From an optimization exercise on the open Yosys and OpenROAD flow, aimed at small area, a short achievable clock period and few clock cycles per item; shortcuts taken in it are not production practice.
In this exercise RTL edits were held to simulation tests only and were not proved equivalent to the original.

==> inputs of run a <==
Design note_envelope_motor_drive, start of the top module:
module note_envelope_motor_drive (
  input  logic        clk,
  input  logic        rst,
  input  logic        s_tvalid,
  output logic        s_tready,
  input  logic [63:0] s_tdata,
  input  logic        s_tuser,
  output logic        m_tvalid,
  input  logic        m_tready,
  output logic [7:0]  m_tdata,
  input  logic        psel,
  input  logic        penable,
  input  logic        pwrite,
  input  logic [3:0]  paddr,
  input  logic [31:0] pwdata,
  output logic [31:0] prdata,
  output logic        pready
);
export LEC_CHECK = 0
export ABC_AREA = 1
export CAP_MARGIN = 20
export CORE_MARGIN = 2
export CORE_UTILIZATION = 55
export SLEW_MARGIN = 20
create_clock -name core_clock -period 10.0 [get_ports {clk}]
run.sh (not shown) runs the stock make flow with config.mk's settings and CLKGATE_MAP_FILE= SYNTH_SCRIPT=/design/flow/synth_recipe.tcl, a recipe that flattens the netlist after the stock synthesis.
==> inputs of run b, as changes to run a <==
SETUP_SLACK_MARGIN = 4.5   (was unset)
==> notes <==
- Critical path depth: run b is higher than run a (1).
- Sequential cell count is the same in run b and run a.
- In run a the clock skew is lower than in run b, by 0.024 ns.
- Between run a and run b, the lower utilization is in run a (gap 3.0 points).
- In area after synthesis, run b and run a do not differ.
- Of run b and run a, run b has the higher via count (gap 3.2%, measured against run a).
- Die area is the same in run a and run b.
Testbench counts of run a, summed over its fixed seeds: cycles 5,280, items 4,800.
Testbench counts of run b, summed over its fixed seeds: cycles 5,280, items 4,800.

==> inputs of 01-12 <==
note_envelope_motor_drive, a different RTL version from the one above (not shown whole).
Settings: LEC_CHECK=0, ABC_AREA=1, CAP_MARGIN=20, CORE_MARGIN=2, CORE_UTILIZATION=55, SETUP_SLACK_MARGIN=5, SLEW_MARGIN=20; clock period 10.0 ns.
==> 08-16 (differences from 01-12) <==
--- a/flow/design.v
+++ b/flow/design.v
@@ -122,187 +122,147 @@
   end
   logic        s_tready_q;
   logic [4:0] inflight;
   logic [4:0] fcount;
   logic [4:0] wptr, rptr;
-  logic [7:0]  fmem [DEPTH];
+  logic [8*DEPTH-1:0] fmem;
   logic        p1_v;
-  logic        p1_kill;
-  logic        p1_tz;
   logic        p1_dsat;
   logic [9:0] p1_x;
   logic [15:0] p1_el;
   logic [11:0] p1_tempo;
   logic [11:0] p1_rem;
   logic [15:0] p1_nq;
   logic        p2_v;
-  logic        p2_kill;
-  logic        p2_tz;
   logic        p2_dsat;
   logic [9:0] p2_x;
   logic [15:0] p2_el;
   logic [11:0] p2_tempo;
   logic [11:0] p2_rem;
   logic [15:0] p2_nq;
   logic        p3_v;
-  logic        p3_kill;
-  logic        p3_tz;
   logic        p3_dsat;
   logic [9:0] p3_x;
   logic [15:0] p3_el;
   logic [11:0] p3_tempo;
   logic [11:0] p3_rem;
   logic [15:0] p3_nq;
   logic        p4_v;
-  logic        p4_kill;
-  logic        p4_tz;
   logic        p4_dsat;
   logic [9:0] p4_x;
   logic [15:0] p4_el;
   logic [11:0] p4_tempo;
   logic [11:0] p4_rem;
   logic [15:0] p4_nq;
   logic        p5_v;
-  logic        p5_kill;
-  logic        p5_tz;
   logic        p5_dsat;
   logic [9:0] p5_x;
   logic [15:0] p5_el;
   logic [11:0] p5_tempo;
   logic [11:0] p5_rem;
   logic [15:0] p5_nq;
   logic        p6_v;
-  logic        p6_kill;
-  logic        p6_tz;
   logic        p6_dsat;
   logic [9:0] p6_x;
   logic [15:0] p6_el;
   logic [11:0] p6_tempo;
   logic [11:0] p6_rem;
   logic [15:0] p6_nq;
   logic        p7_v;
-  logic        p7_kill;
-  logic        p7_tz;
   logic        p7_pfull;
   logic [9:0] p7_x;
   logic [15:0] p7_dur;
   logic [15:0] p7_rem;
   logic [15:0] p7_nq;
   logic        p8_v;
-  logic        p8_kill;
-  logic        p8_tz;
   logic        p8_pfull;
   logic [9:0] p8_x;
   logic [15:0] p8_dur;
   logic [15:0] p8_rem;
   logic [15:0] p8_nq;
   logic        p9_v;
-  logic        p9_kill;
-  logic        p9_tz;
   logic        p9_pfull;
   logic [9:0] p9_x;
   logic [15:0] p9_dur;
   logic [15:0] p9_rem;
   logic [15:0] p9_nq;
   logic        p10_v;
-  logic        p10_kill;
-  logic        p10_tz;
   logic        p10_pfull;
   logic [9:0] p10_x;
   logic [15:0] p10_dur;
   logic [15:0] p10_rem;
   logic [15:0] p10_nq;
   logic        p11_v;
-  logic        p11_kill;
-  logic        p11_tz;
   logic        p11_pfull;
   logic [9:0] p11_x;
   logic [15:0] p11_dur;
   logic [15:0] p11_rem;
   logic [15:0] p11_nq;
   logic        p12_v;
-  logic        p12_kill;
-  logic        p12_tz;
   logic        p12_pfull;
   logic [9:0] p12_x;
   logic [15:0] p12_dur;
   logic [15:0] p12_rem;
   logic [15:0] p12_nq;
   logic        p13_v;
-  logic        p13_kill;
-  logic        p13_tz;
   logic        p13_pfull;
   logic [9:0] p13_x;
   logic [15:0] p13_dur;
   logic [15:0] p13_rem;
   logic [15:0] p13_nq;
   logic        p14_v;
-  logic        p14_kill;
-  logic        p14_tz;
   logic        p14_att;
   logic [9:0] p14_x;
   logic [16:0] p14_pd;
   logic        p15_v;
-  logic        p15_kill;
-  logic        p15_tz;
   logic        p15_att;
   logic [9:0] p15_x;
   logic [15:0] p15_rem;
   logic [15:0] p15_nq;
   logic        p16_v;
-  logic        p16_kill;
-  logic        p16_tz;
   logic        p16_att;
   logic [9:0] p16_x;
   logic [15:0] p16_rem;
   logic [15:0] p16_nq;
   logic        p17_v;
-  logic        p17_kill;
-  logic        p17_tz;
   logic        p17_att;
   logic [9:0] p17_x;
   logic [15:0] p17_rem;
   logic [15:0] p17_nq;
   logic        p18_v;
-  logic        p18_kill;
-  logic        p18_tz;
   logic        p18_att;
   logic [9:0] p18_x;
   logic [15:0] p18_rem;
   logic [15:0] p18_nq;
   logic        p19_v;
-  logic        p19_kill;
-  logic        p19_tz;
   logic        p19_att;
   logic [9:0] p19_x;
   logic [15:0] p19_rem;
   logic [15:0] p19_nq;
   logic        p20_v;
-  logic        p20_kill;
-  logic        p20_tz;
   logic        p20_att;
   logic [9:0] p20_x;
   logic [15:0] p20_rem;
   logic [15:0] p20_nq;
   logic        p21_v;
-  logic        p21_kill;
-  logic        p21_tz;
   logic        p21_att;
   logic [15:0] p21_rem;
   logic [15:0] p21_nq;
+  logic        p21_kill;
+  logic        p21_tz;
   logic [16:0] p21_pitch;
   logic        p22_v;
-  logic        p22_kill;
-  logic        p22_tz;
   logic        p22_att;
   logic [15:0] p22_rem;
   logic [15:0] p22_nq;
+  logic        p22_kill;
+  logic        p22_tz;
   logic [14:0] p22_sm;
   logic        p23_v;
+  logic        p23_att;
   logic        p23_kill;
   logic        p23_tz;
-  logic        p23_att;
   logic [23:0] p23_s255;
   logic [15:0] p23_op;
   logic        p24_v;
   logic        p24_kill;
   logic        p24_tz;
@@ -362,15 +322,14 @@
   wire [12:0] ia_t0 = {{4'd0, i_len[15:8]}, ia_nqi[15]};
   wire [13:0] ia_d0 = {1'd0, ia_t0} - {2'd0, i_tempo};
   wire ia_f0 = ~ia_d0[13];
   wire [11:0] ia_r0 = ia_f0 ? ia_d0[11:0] : ia_t0[11:0];
   wire [15:0] ia_n0 = {ia_nqi[14:0], ia_f0};
+  wire [9:0] i_xf = i_kill ? 10'd1023 : i_tz ? 10'd1022 : i_x;
   always_ff @(posedge clk) p1_v <= rst ? 1'b0 : i_v;
-  always_ff @(posedge clk) p1_kill <= i_kill;
-  always_ff @(posedge clk) p1_tz <= i_tz;
   always_ff @(posedge clk) p1_dsat <= i_dsat;
-  always_ff @(posedge clk) p1_x <= i_x;
+  always_ff @(posedge clk) p1_x <= i_xf;
   always_ff @(posedge clk) p1_el <= i_el;
   always_ff @(posedge clk) p1_tempo <= i_tempo;
   always_ff @(posedge clk) p1_rem <= ia_r0;
   always_ff @(posedge clk) p1_nq <= ia_n0;
   wire [12:0] s1_t0 = {p1_rem, p1_nq[15]};
@@ -387,12 +346,10 @@
   wire [13:0] s1_d2 = {1'd0, s1_t2} - {2'd0, p1_tempo};
   wire s1_f2 = ~s1_d2[13];
   wire [11:0] s1_r2 = s1_f2 ? s1_d2[11:0] : s1_t2[11:0];
   wire [15:0] s1_n2 = {s1_n1[14:0], s1_f2};
   always_ff @(posedge clk) p2_v <= rst ? 1'b0 : p1_v;
-  always_ff @(posedge clk) p2_kill <= p1_kill;
-  always_ff @(posedge clk) p2_tz <= p1_tz;
   always_ff @(posedge clk) p2_dsat <= p1_dsat;
   always_ff @(posedge clk) p2_x <= p1_x;
   always_ff @(posedge clk) p2_el <= p1_el;
   always_ff @(posedge clk) p2_tempo <= p1_tempo;
   always_ff @(posedge clk) p2_rem <= s1_r2;
@@ -411,12 +368,10 @@
   wire [13:0] s2_d2 = {1'd0, s2_t2} - {2'd0, p2_tempo};
   wire s2_f2 = ~s2_d2[13];
   wire [11:0] s2_r2 = s2_f2 ? s2_d2[11:0] : s2_t2[11:0];
   wire [15:0] s2_n2 = {s2_n1[14:0], s2_f2};
   always_ff @(posedge clk) p3_v <= rst ? 1'b0 : p2_v;
-  always_ff @(posedge clk) p3_kill <= p2_kill;
-  always_ff @(posedge clk) p3_tz <= p2_tz;
   always_ff @(posedge clk) p3_dsat <= p2_dsat;
   always_ff @(posedge clk) p3_x <= p2_x;
   always_ff @(posedge clk) p3_el <= p2_el;
   always_ff @(posedge clk) p3_tempo <= p2_tempo;
   always_ff @(posedge clk) p3_rem <= s2_r2;
@@ -435,12 +390,10 @@
   wire [13:0] s3_d2 = {1'd0, s3_t2} - {2'd0, p3_tempo};
   wire s3_f2 = ~s3_d2[13];
   wire [11:0] s3_r2 = s3_f2 ? s3_d2[11:0] : s3_t2[11:0];
   wire [15:0] s3_n2 = {s3_n1[14:0], s3_f2};
   always_ff @(posedge clk) p4_v <= rst ? 1'b0 : p3_v;
-  always_ff @(posedge clk) p4_kill <= p3_kill;
-  always_ff @(posedge clk) p4_tz <= p3_tz;
   always_ff @(posedge clk) p4_dsat <= p3_dsat;
   always_ff @(posedge clk) p4_x <= p3_x;
   always_ff @(posedge clk) p4_el <= p3_el;
   always_ff @(posedge clk) p4_tempo <= p3_tempo;
   always_ff @(posedge clk) p4_rem <= s3_r2;
@@ -459,12 +412,10 @@
   wire [13:0] s4_d2 = {1'd0, s4_t2} - {2'd0, p4_tempo};
   wire s4_f2 = ~s4_d2[13];
   wire [11:0] s4_r2 = s4_f2 ? s4_d2[11:0] : s4_t2[11:0];
   wire [15:0] s4_n2 = {s4_n1[14:0], s4_f2};
   always_ff @(posedge clk) p5_v <= rst ? 1'b0 : p4_v;
-  always_ff @(posedge clk) p5_kill <= p4_kill;
-  always_ff @(posedge clk) p5_tz <= p4_tz;
   always_ff @(posedge clk) p5_dsat <= p4_dsat;
   always_ff @(posedge clk) p5_x <= p4_x;
   always_ff @(posedge clk) p5_el <= p4_el;
   always_ff @(posedge clk) p5_tempo <= p4_tempo;
   always_ff @(posedge clk) p5_rem <= s4_r2;
@@ -483,12 +434,10 @@
   wire [13:0] s5_d2 = {1'd0, s5_t2} - {2'd0, p5_tempo};
   wire s5_f2 = ~s5_d2[13];
   wire [11:0] s5_r2 = s5_f2 ? s5_d2[11:0] : s5_t2[11:0];
   wire [15:0] s5_n2 = {s5_n1[14:0], s5_f2};
   always_ff @(posedge clk) p6_v <= rst ? 1'b0 : p5_v;
-  always_ff @(posedge clk) p6_kill <= p5_kill;
-  always_ff @(posedge clk) p6_tz <= p5_tz;
   always_ff @(posedge clk) p6_dsat <= p5_dsat;
   always_ff @(posedge clk) p6_x <= p5_x;
   always_ff @(posedge clk) p6_el <= p5_el;
   always_ff @(posedge clk) p6_tempo <= p5_tempo;
   always_ff @(posedge clk) p6_rem <= s5_r2;
@@ -505,12 +454,10 @@
   wire [17:0] s6_d1 = {1'd0, s6_t1} - {2'd0, s6_dur};
   wire s6_f1 = ~s6_d1[17];
   wire [15:0] s6_r1 = s6_f1 ? s6_d1[15:0] : s6_t1[15:0];
   wire [15:0] s6_n1 = {s6_n0[14:0], s6_f1};
   always_ff @(posedge clk) p7_v <= rst ? 1'b0 : p6_v;
-  always_ff @(posedge clk) p7_kill <= p6_kill;
-  always_ff @(posedge clk) p7_tz <= p6_tz;
   always_ff @(posedge clk) p7_pfull <= s6_pfull;
   always_ff @(posedge clk) p7_x <= p6_x;
   always_ff @(posedge clk) p7_dur <= s6_dur;
   always_ff @(posedge clk) p7_rem <= s6_r1;
   always_ff @(posedge clk) p7_nq <= s6_n1;
@@ -523,12 +470,10 @@
   wire [17:0] s7_d1 = {1'd0, s7_t1} - {2'd0, p7_dur};
   wire s7_f1 = ~s7_d1[17];
   wire [15:0] s7_r1 = s7_f1 ? s7_d1[15:0] : s7_t1[15:0];
   wire [15:0] s7_n1 = {s7_n0[14:0], s7_f1};
   always_ff @(posedge clk) p8_v <= rst ? 1'b0 : p7_v;
-  always_ff @(posedge clk) p8_kill <= p7_kill;
-  always_ff @(posedge clk) p8_tz <= p7_tz;
   always_ff @(posedge clk) p8_pfull <= p7_pfull;
   always_ff @(posedge clk) p8_x <= p7_x;
   always_ff @(posedge clk) p8_dur <= p7_dur;
   always_ff @(posedge clk) p8_rem <= s7_r1;
   always_ff @(posedge clk) p8_nq <= s7_n1;
@@ -541,12 +486,10 @@
   wire [17:0] s8_d1 = {1'd0, s8_t1} - {2'd0, p8_dur};
   wire s8_f1 = ~s8_d1[17];
   wire [15:0] s8_r1 = s8_f1 ? s8_d1[15:0] : s8_t1[15:0];
   wire [15:0] s8_n1 = {s8_n0[14:0], s8_f1};
   always_ff @(posedge clk) p9_v <= rst ? 1'b0 : p8_v;
-  always_ff @(posedge clk) p9_kill <= p8_kill;
-  always_ff @(posedge clk) p9_tz <= p8_tz;
   always_ff @(posedge clk) p9_pfull <= p8_pfull;
   always_ff @(posedge clk) p9_x <= p8_x;
   always_ff @(posedge clk) p9_dur <= p8_dur;
   always_ff @(posedge clk) p9_rem <= s8_r1;
   always_ff @(posedge clk) p9_nq <= s8_n1;
@@ -559,12 +502,10 @@
   wire [17:0] s9_d1 = {1'd0, s9_t1} - {2'd0, p9_dur};
   wire s9_f1 = ~s9_d1[17];
   wire [15:0] s9_r1 = s9_f1 ? s9_d1[15:0] : s9_t1[15:0];
   wire [15:0] s9_n1 = {s9_n0[14:0], s9_f1};
   always_ff @(posedge clk) p10_v <= rst ? 1'b0 : p9_v;
-  always_ff @(posedge clk) p10_kill <= p9_kill;
-  always_ff @(posedge clk) p10_tz <= p9_tz;
   always_ff @(posedge clk) p10_pfull <= p9_pfull;
   always_ff @(posedge clk) p10_x <= p9_x;
   always_ff @(posedge clk) p10_dur <= p9_dur;
   always_ff @(posedge clk) p10_rem <= s9_r1;
   always_ff @(posedge clk) p10_nq <= s9_n1;
@@ -577,12 +518,10 @@
   wire [17:0] s10_d1 = {1'd0, s10_t1} - {2'd0, p10_dur};
   wire s10_f1 = ~s10_d1[17];
   wire [15:0] s10_r1 = s10_f1 ? s10_d1[15:0] : s10_t1[15:0];
   wire [15:0] s10_n1 = {s10_n0[14:0], s10_f1};
   always_ff @(posedge clk) p11_v <= rst ? 1'b0 : p10_v;
-  always_ff @(posedge clk) p11_kill <= p10_kill;
-  always_ff @(posedge clk) p11_tz <= p10_tz;
   always_ff @(posedge clk) p11_pfull <= p10_pfull;
   always_ff @(posedge clk) p11_x <= p10_x;
   always_ff @(posedge clk) p11_dur <= p10_dur;
   always_ff @(posedge clk) p11_rem <= s10_r1;
   always_ff @(posedge clk) p11_nq <= s10_n1;
@@ -595,12 +534,10 @@
   wire [17:0] s11_d1 = {1'd0, s11_t1} - {2'd0, p11_dur};
   wire s11_f1 = ~s11_d1[17];
   wire [15:0] s11_r1 = s11_f1 ? s11_d1[15:0] : s11_t1[15:0];
   wire [15:0] s11_n1 = {s11_n0[14:0], s11_f1};
   always_ff @(posedge clk) p12_v <= rst ? 1'b0 : p11_v;
-  always_ff @(posedge clk) p12_kill <= p11_kill;
-  always_ff @(posedge clk) p12_tz <= p11_tz;
   always_ff @(posedge clk) p12_pfull <= p11_pfull;
   always_ff @(posedge clk) p12_x <= p11_x;
   always_ff @(posedge clk) p12_dur <= p11_dur;
   always_ff @(posedge clk) p12_rem <= s11_r1;
   always_ff @(posedge clk) p12_nq <= s11_n1;
@@ -613,12 +550,10 @@
   wire [17:0] s12_d1 = {1'd0, s12_t1} - {2'd0, p12_dur};
   wire s12_f1 = ~s12_d1[17];
   wire [15:0] s12_r1 = s12_f1 ? s12_d1[15:0] : s12_t1[15:0];
   wire [15:0] s12_n1 = {s12_n0[14:0], s12_f1};
   always_ff @(posedge clk) p13_v <= rst ? 1'b0 : p12_v;
-  always_ff @(posedge clk) p13_kill <= p12_kill;
-  always_ff @(posedge clk) p13_tz <= p12_tz;
   always_ff @(posedge clk) p13_pfull <= p12_pfull;
   always_ff @(posedge clk) p13_x <= p12_x;
   always_ff @(posedge clk) p13_dur <= p12_dur;
   always_ff @(posedge clk) p13_rem <= s12_r1;
   always_ff @(posedge clk) p13_nq <= s12_n1;
@@ -635,22 +570,18 @@
   wire [16:0] s13_phase = p13_pfull ? ONE_Q16 : {1'b0, s13_n1};
   wire s13_att = (attack_fraction != 16'd0) && (s13_phase < {1'b0, attack_fraction});
   wire [16:0] s13_dd = s13_phase - {1'b0, attack_fraction};
   wire [16:0] s13_pdv = s13_att ? s13_phase : s13_dd;
   always_ff @(posedge clk) p14_v <= rst ? 1'b0 : p13_v;
-  always_ff @(posedge clk) p14_kill <= p13_kill;
-  always_ff @(posedge clk) p14_tz <= p13_tz;
   always_ff @(posedge clk) p14_att <= s13_att;
   always_ff @(posedge clk) p14_x <= p13_x;
   always_ff @(posedge clk) p14_pd <= s13_pdv;
   wire [31:0] s14_num = {15'd0, p14_pd} * 32'd22938;
   wire [15:0] s14_rem = p14_att ? p14_pd[15:0] : s14_num[31:16];
   wire [15:0] s14_nq = p14_att ? 16'd0 : s14_num[15:0];
   wire [16:0] s14_div = p14_att ? div_att : div_dec;
   always_ff @(posedge clk) p15_v <= rst ? 1'b0 : p14_v;
-  always_ff @(posedge clk) p15_kill <= p14_kill;
-  always_ff @(posedge clk) p15_tz <= p14_tz;
   always_ff @(posedge clk) p15_att <= p14_att;
   always_ff @(posedge clk) p15_x <= p14_x;
   always_ff @(posedge clk) p15_rem <= s14_rem;
   always_ff @(posedge clk) p15_nq <= s14_nq;
   wire [16:0] div_att = {1'b0, attack_fraction};
@@ -665,12 +596,10 @@
   wire [17:0] s15_d1 = {1'd0, s15_t1} - {1'd0, s15_div};
   wire s15_f1 = ~s15_d1[17];
   wire [15:0] s15_r1 = s15_f1 ? s15_d1[15:0] : s15_t1[15:0];
   wire [15:0] s15_n1 = {s15_n0[14:0], s15_f1};
   always_ff @(posedge clk) p16_v <= rst ? 1'b0 : p15_v;
-  always_ff @(posedge clk) p16_kill <= p15_kill;
-  always_ff @(posedge clk) p16_tz <= p15_tz;
   always_ff @(posedge clk) p16_att <= p15_att;
   always_ff @(posedge clk) p16_x <= p15_x;
   always_ff @(posedge clk) p16_rem <= s15_r1;
   always_ff @(posedge clk) p16_nq <= s15_n1;
   wire [16:0] s16_div = p16_att ? div_att : div_dec;
@@ -683,12 +612,10 @@
   wire [17:0] s16_d1 = {1'd0, s16_t1} - {1'd0, s16_div};
   wire s16_f1 = ~s16_d1[17];
   wire [15:0] s16_r1 = s16_f1 ? s16_d1[15:0] : s16_t1[15:0];
   wire [15:0] s16_n1 = {s16_n0[14:0], s16_f1};
   always_ff @(posedge clk) p17_v <= rst ? 1'b0 : p16_v;
-  always_ff @(posedge clk) p17_kill <= p16_kill;
-  always_ff @(posedge clk) p17_tz <= p16_tz;
   always_ff @(posedge clk) p17_att <= p16_att;
   always_ff @(posedge clk) p17_x <= p16_x;
   always_ff @(posedge clk) p17_rem <= s16_r1;
   always_ff @(posedge clk) p17_nq <= s16_n1;
   wire [16:0] s17_div = p17_att ? div_att : div_dec;
@@ -701,12 +628,10 @@
   wire [17:0] s17_d1 = {1'd0, s17_t1} - {1'd0, s17_div};
   wire s17_f1 = ~s17_d1[17];
   wire [15:0] s17_r1 = s17_f1 ? s17_d1[15:0] : s17_t1[15:0];
   wire [15:0] s17_n1 = {s17_n0[14:0], s17_f1};
   always_ff @(posedge clk) p18_v <= rst ? 1'b0 : p17_v;
-  always_ff @(posedge clk) p18_kill <= p17_kill;
-  always_ff @(posedge clk) p18_tz <= p17_tz;
   always_ff @(posedge clk) p18_att <= p17_att;
   always_ff @(posedge clk) p18_x <= p17_x;
   always_ff @(posedge clk) p18_rem <= s17_r1;
   always_ff @(posedge clk) p18_nq <= s17_n1;
   wire [16:0] s18_div = p18_att ? div_att : div_dec;
@@ -719,12 +644,10 @@
   wire [17:0] s18_d1 = {1'd0, s18_t1} - {1'd0, s18_div};
   wire s18_f1 = ~s18_d1[17];
   wire [15:0] s18_r1 = s18_f1 ? s18_d1[15:0] : s18_t1[15:0];
   wire [15:0] s18_n1 = {s18_n0[14:0], s18_f1};
   always_ff @(posedge clk) p19_v <= rst ? 1'b0 : p18_v;
-  always_ff @(posedge clk) p19_kill <= p18_kill;
-  always_ff @(posedge clk) p19_tz <= p18_tz;
   always_ff @(posedge clk) p19_att <= p18_att;
   always_ff @(posedge clk) p19_x <= p18_x;
   always_ff @(posedge clk) p19_rem <= s18_r1;
   always_ff @(posedge clk) p19_nq <= s18_n1;
   wire [16:0] s19_div = p19_att ? div_att : div_dec;
@@ -737,12 +660,10 @@
   wire [17:0] s19_d1 = {1'd0, s19_t1} - {1'd0, s19_div};
   wire s19_f1 = ~s19_d1[17];
   wire [15:0] s19_r1 = s19_f1 ? s19_d1[15:0] : s19_t1[15:0];
   wire [15:0] s19_n1 = {s19_n0[14:0], s19_f1};
   always_ff @(posedge clk) p20_v <= rst ? 1'b0 : p19_v;
-  always_ff @(posedge clk) p20_kill <= p19_kill;
-  always_ff @(posedge clk) p20_tz <= p19_tz;
   always_ff @(posedge clk) p20_att <= p19_att;
   always_ff @(posedge clk) p20_x <= p19_x;
   always_ff @(posedge clk) p20_rem <= s19_r1;
   always_ff @(posedge clk) p20_nq <= s19_n1;
   wire [16:0] s20_div = p20_att ? div_att : div_dec;
@@ -754,17 +675,19 @@
   wire [16:0] s20_t1 = {s20_r0, s20_n0[15]};
   wire [17:0] s20_d1 = {1'd0, s20_t1} - {1'd0, s20_div};
   wire s20_f1 = ~s20_d1[17];
   wire [15:0] s20_r1 = s20_f1 ? s20_d1[15:0] : s20_t1[15:0];
   wire [15:0] s20_n1 = {s20_n0[14:0], s20_f1};
+  wire s20_kill = (p20_x == 10'd1023);
+  wire s20_tz = (p20_x[9:1] == 9'h1FF);
   wire [31:0] s20_pm = {22'd0, p20_x} * 32'd2902005;
   always_ff @(posedge clk) p21_v <= rst ? 1'b0 : p20_v;
-  always_ff @(posedge clk) p21_kill <= p20_kill;
-  always_ff @(posedge clk) p21_tz <= p20_tz;
   always_ff @(posedge clk) p21_att <= p20_att;
   always_ff @(posedge clk) p21_rem <= s20_r1;
   always_ff @(posedge clk) p21_nq <= s20_n1;
+  always_ff @(posedge clk) p21_kill <= s20_kill;
+  always_ff @(posedge clk) p21_tz <= s20_tz;
   always_ff @(posedge clk) p21_pitch <= s20_pm[31:15];
   wire [16:0] s21_div = p21_att ? div_att : div_dec;
   wire [16:0] s21_t0 = {p21_rem, p21_nq[15]};
   wire [17:0] s21_d0 = {1'd0, s21_t0} - {1'd0, s21_div};
   wire s21_f0 = ~s21_d0[17];
@@ -775,15 +698,15 @@
   wire s21_f1 = ~s21_d1[17];
   wire [15:0] s21_r1 = s21_f1 ? s21_d1[15:0] : s21_t1[15:0];
   wire [15:0] s21_n1 = {s21_n0[14:0], s21_f1};
   wire [31:0] s21_sm = {15'd0, p21_pitch} * 32'd22938;
   always_ff @(posedge clk) p22_v <= rst ? 1'b0 : p21_v;
-  always_ff @(posedge clk) p22_kill <= p21_kill;
-  always_ff @(posedge clk) p22_tz <= p21_tz;
   always_ff @(posedge clk) p22_att <= p21_att;
   always_ff @(posedge clk) p22_rem <= s21_r1;
   always_ff @(posedge clk) p22_nq <= s21_n1;
+  always_ff @(posedge clk) p22_kill <= p21_kill;
+  always_ff @(posedge clk) p22_tz <= p21_tz;
   always_ff @(posedge clk) p22_sm <= s21_sm[30:16];
   wire [16:0] s22_div = p22_att ? div_att : div_dec;
   wire [16:0] s22_t0 = {p22_rem, p22_nq[15]};
   wire [17:0] s22_d0 = {1'd0, s22_t0} - {1'd0, s22_div};
   wire s22_f0 = ~s22_d0[17];
@@ -795,13 +718,13 @@
   wire [15:0] s22_r1 = s22_f1 ? s22_d1[15:0] : s22_t1[15:0];
   wire [15:0] s22_n1 = {s22_n0[14:0], s22_f1};
   wire [23:0] s22_s255 = 24'd10862490 + {1'b0, p22_sm, 8'd0} - {9'd0, p22_sm};
   wire [15:0] s22_op = p22_att ? s22_n1 : ~s22_n1;
   always_ff @(posedge clk) p23_v <= rst ? 1'b0 : p22_v;
+  always_ff @(posedge clk) p23_att <= p22_att;
   always_ff @(posedge clk) p23_kill <= p22_kill;
   always_ff @(posedge clk) p23_tz <= p22_tz;
-  always_ff @(posedge clk) p23_att <= p22_att;
   always_ff @(posedge clk) p23_s255 <= s22_s255;
   always_ff @(posedge clk) p23_op <= s22_op;
   wire [15:0] s23_op = p23_op;
   wire [23:0] s23_ad = p23_att ? 24'd0 : p23_s255;
   wire [32:0] s23_x_ye = {9'd0, p23_s255};
@@ -906,21 +829,21 @@
       fcount     <= fcount + {4'd0, fifo_we} - {4'd0, take};
       if (fifo_we) wptr <= (wptr == 5'd28) ? 5'd0 : wptr + 5'd1;
       if (take) rptr <= (rptr == 5'd28) ? 5'd0 : rptr + 5'd1;
     end
   end
-  always_ff @(posedge clk) begin
-    if (fifo_we) fmem[wptr] <= fifo_wd;
+  for (genvar e = 0; e < DEPTH; e++) begin : g_fifo
+    always_ff @(posedge clk) if (fifo_we && (wptr == 5'(e))) fmem[8*e +: 8] <= fifo_wd;
   end
   assign s_tready = s_tready_q;
   logic        m_tvalid_q;
   logic [7:0]  m_tdata_q;
   wire [4:0] fcount_next = fcount + {4'd0, fifo_we} - {4'd0, take};
   wire [4:0] rptr_next = take ? ((rptr == 5'd28) ? 5'd0 : rptr + 5'd1) : rptr;
   always_ff @(posedge clk) begin
     m_tvalid_q <= rst ? 1'b0 : (fcount_next != 5'd0);
-    m_tdata_q  <= (fifo_we && (rptr_next == wptr)) ? fifo_wd : fmem[rptr_next];
+    m_tdata_q  <= (fifo_we && (rptr_next == wptr)) ? fifo_wd : fmem[8*rptr_next +: 8];
   end
   assign m_tvalid = m_tvalid_q;
   assign m_tdata  = m_tdata_q;
 endmodule
 `default_nettype wire
CTS_CLUSTER_DIAMETER = 110   (was not set)
CTS_CLUSTER_SIZE = 22   (was not set)
SETUP_SLACK_MARGIN = 4.5   (was 5)
==> flow_summary.yaml <==
outcome:
  run_status: "no timing/DRC/antenna violations"
sta:
  slew-limit-headroom: 0.117
final_layout:
  drive_above_1_share: 0.162
routing:
  totalWireLength_mm: 387
  routedWlPerCell_um: 19.4
hold_path:
  min_from: "p23_op[11]$_DFF_P_"
synth:
  yosys.area_share.simple: 0.145
[end of results for 01-12]
==> flow_summary.yaml <==
sta:
  slew-limit-headroom: 0.292
final_layout:
  fin_area_sq_um: 142000
  multi_input_comb_area_sq_um: 83500
clock_tree:
  cts_max_level: 3
synth:
  yosys.area_share.simple: 0.145
hold_path:
  min_from: "p15_x[0]$_DFF_P_"
routing:
  routedWlPerCell_um: 19.0
outcome:
  run_status: "no timing/DRC/antenna violations"
[end of results for 08-16]
Testbench counts of 01-12, summed over its fixed seeds: cycles 5,248, items 4,800.
Testbench counts of 08-16, summed over its fixed seeds: cycles 5,248, items 4,800.

static timing again, ports no longer ideal:
In the flow no input, the clock included, has a driving cell. The finished layouts below were timed again as built, in two steps.
Step 1: set_driving_cell puts a clkbuf_16 on clk and a buf_2 on each other input, an assumption about the parent block.
Step 2 adds t to the input delays and takes it off the output delays; t is the mean of the earliest and latest rising clock arrival at the registers after step 1. Input paths then give back, and output paths get back, about the clock's delay inside the block.
a / b / c = no drivers / after step 1 / after step 2; a / b = the first two.
| run | shift t [ns] | setup slack, ns | worst setup path at the end | clock arrival spread, ns | slew at the worst register clock pin (ns) |
|---|---|---|---|---|---|
| run a | 0.940 | 2.243 / 2.243 / 2.243 | register to register | 0.086 / 0.086 | 0.07 / 0.07 |
| run b | 0.947 | 3.902 / 3.902 / 3.902 | register to register | 0.101 / 0.102 | 0.07 / 0.07 |
| 01-12 | 0.947 | 4.592 / 4.592 / 4.101 | input to register | 0.110 / 0.110 | 0.08 / 0.08 |
| 08-16 | 0.887 | 4.519 / 4.519 / 3.850 | input to register | 0.066 / 0.066 | 0.11 / 0.11 |
After both steps setup and hold are still met in every run listed. For 08-16, which loses most, drivers alone change the setup slack by 0.000 ns; drivers and shift together by -0.669 ns.
